From an optimization exercise on the open Yosys and OpenROAD flow, aimed at small area, a short achievable clock period and few clock cycles; shortcuts taken in it are not production practice. Only simulation tests tie the RTL to the original design; equivalence was not proved. Power is estimated from default activity; no workload was simulated.

== run E ==
==> flow/design.v (excerpt) <==
module buddy_memory_allocator #(
	parameter int MAX_ORDER = bma_pkg::DEF_MAX_ORDER
) (
	input  logic                 clk,
	input  logic                 arst_n,
	input  logic                 req_valid,
	output logic                 req_ready,
	input  logic                 req_type,
	input  logic [MAX_ORDER:0]   req_size,
	input  logic [MAX_ORDER-1:0] free_address,
	output logic                 rsp_valid,
	input  logic                 rsp_ready,
	output logic [1:0]           status,
	output logic [MAX_ORDER-1:0] block_start,
	output logic [MAX_ORDER-1:0] block_end
);
Settings: LEC_CHECK=0, CAP_MARGIN=20, CORE_MARGIN=2, CORE_UTILIZATION=50, PLACE_DENSITY=0.6, SETUP_SLACK_MARGIN=0.4, SLEW_MARGIN=20, TNS_END_PERCENT=100; clock period 6.5 ns.
run.sh (not shown) runs the stock make flow with config.mk's settings and CLKGATE_MAP_FILE= SYNTH_SCRIPT=/design/flow/synth_recipe.tcl, a recipe that flattens the netlist after the stock synthesis.
Having completed the whole flow, run E delivered a layout that passed the timing, design-rule and antenna checks.
Testbench counts of run E, summed over its fixed seeds: cycles 8,016.
Here is what was changed in the inputs of run R compared with run E.
--- a/flow/design.v
+++ b/flow/design.v
@@ -31,15 +31,12 @@
 	input  logic              clk,
 	input  logic              clr,        
 	input  logic              act,        
 	input  logic              r_type,     
 	input  logic [MO-1:0]     r_a,
 	input  logic [(1<<BW)-1:0] r_arow,    
-	input  logic              ld,         
-	input  logic              in_fge,     
-	input  logic [(1<<BW)-1:0] in_arow,   
 	input  logic [(1<<BW)-1:0] srow,      
 	input  logic [(1<<BW)-1:0] scol,      
 	input  logic              found,
 	input  logic              osel,       
 	input  logic              below,      
 	input  logic              mclr,       
@@ -66,19 +63,18 @@
 	endfunction
 	logic [RJ*WJ-1:0] mem_q;
 	logic [RJ-1:0]    nz_q;       
 	logic [RJ-1:0]    first;      
 	logic [RJ-1:0]    arow;       
 	logic [RJ-1:0]    rsel;
-	logic [RJ-1:0]    rsel_q;     
 	logic [WJ-1:0]    rd;
 	logic [WJ-1:0]    xlow;       
 	logic             xmore;      
 	always_comb begin
 		arow = (RL == 0) ? '1 : r_arow[RJ-1:0];
-		rsel = (RL == 0) ? '1 : rsel_q;
+		rsel = r_type ? arow : first;
 		rd = '0;
 		fra = '0;
 		for (int r = 0; r < RJ; r++) begin
 			if (rsel[r]) begin
 				rd = rd | mem_q[r*WJ +: WJ];
 			end
@@ -186,19 +182,12 @@
 	if (RJ > 1) begin : g_fr
 		always_ff @(posedge clk) begin
 			if (wen) begin
 				first <= wfr;
 			end
 		end
-		always_ff @(posedge clk) begin
-			if (ld) begin
-				rsel_q <= in_fge ? in_arow[RJ-1:0] : (wen ? wfr : first);
-			end else begin
-				rsel_q <= r_type ? arow : (wen ? wfr : first);
-			end
-		end
 	end else begin : g_fr1
 		assign first = nz_q;
 	end
 endmodule
 module buddy_memory_allocator #(
 	parameter int MAX_ORDER = bma_pkg::DEF_MAX_ORDER
@@ -265,13 +254,13 @@
 	logic [MO-1:0]  o_a;       
 	logic [NL-1:0]  o_m;       
 	logic go;
 	logic proc;
 	assign go = !o_valid || rsp_ready;
 	assign proc = r_valid && go;
-	assign req_ready = !r_valid || go;
+	assign req_ready = !clr_q && (!r_valid || go);
 	logic [NL-1:0]  in_ge;
 	logic           in_bad;
 	logic           lowz;
 	logic [NL*W-1:0] in_arow;
 	always_comb begin
 		for (int j = 0; j < NL; j++) begin
@@ -282,13 +271,13 @@
 			in_ge[j] = ((req_size >> (j + 1)) == '0) && (!req_size[j] || lowz);
 		end
 		in_bad = (req_size == '0) || !in_ge[MO];
 		in_arow = '0;
 		for (int j = 0; j < NL; j++) begin
 			for (int r = 0; r < (1 << rlog(j)); r++) begin
-				in_arow[j*W + r] = ((free_address >> (j + wlog(j))) == r);
+				in_arow[j*W + r] = (((free_address & in_ge[MO-1:0]) >> (j + wlog(j))) == r);
 			end
 		end
 	end
 	always_ff @(posedge clk or negedge arst_n) begin
 		if (!arst_n) begin
 			clr_q <= 1'b1;
@@ -401,15 +390,12 @@
 			.clk    (clk),
 			.clr    (clr_q),
 			.act    (proc && !r_bad),
 			.r_type (r_fge[j]),
 			.r_a    (r_a),
 			.r_arow (r_arow[j*W +: W]),
-			.ld     (req_ready),
-			.in_fge (req_type && in_ge[j]),
-			.in_arow(in_arow[j*W +: W]),
 			.srow   (lvl_srow[j*W +: W]),
 			.scol   (lvl_scol[j*W +: W]),
 			.found  (found),
 			.osel   (osel[j]),
 			.below  (below[j]),
 			.mclr   (mclr[j]),
Results
- Run R: all stages complete, timing, DRC and antenna checks passed
- | clock group share of total power | lower: run E |
- Run E has higher cell area power density than run R.
- Summary of run R over run E: total length of routed wires lower; instance count of the mapped netlist went down; insertion delay to the later sink of the worst-skew pair +0.02 ns; sequential share of power higher; quantity of gates resized following cts increased by 9 relative to the old numbers.
Testbench counts of run R, summed over its fixed seeds: cycles 8,024.

==> afterwards: timing with drivers on the ports <==
In the flow no input, the clock included, has a driving cell. The finished layouts below were timed again as built, in two steps. Step 1 assumes that a clkbuf_16 drives the clock port and a buf_2 every other input. Step 2 times the ports against the registers' clock, not the clock port: input delays grow and output delays shrink by t, the midpoint of the rising clock arrivals with the driver on. a / b / c = ideal / step 1 / step 2; a / b = the first two.
| run | t (ns) | slack for setup (ns) | slew at the worst register clock pin (ns) | worst slew at a driven data input, ns |
|---|---|---|---|---|
| run E | 1.008 | 0.284 / 0.284 / 0.284 | 0.08 / 0.08 | 0.08 |
| run R | 1.003 | 0.419 / 0.419 / 0.419 | 0.07 / 0.07 | 0.05 |
After both steps every run listed still meets setup and hold.
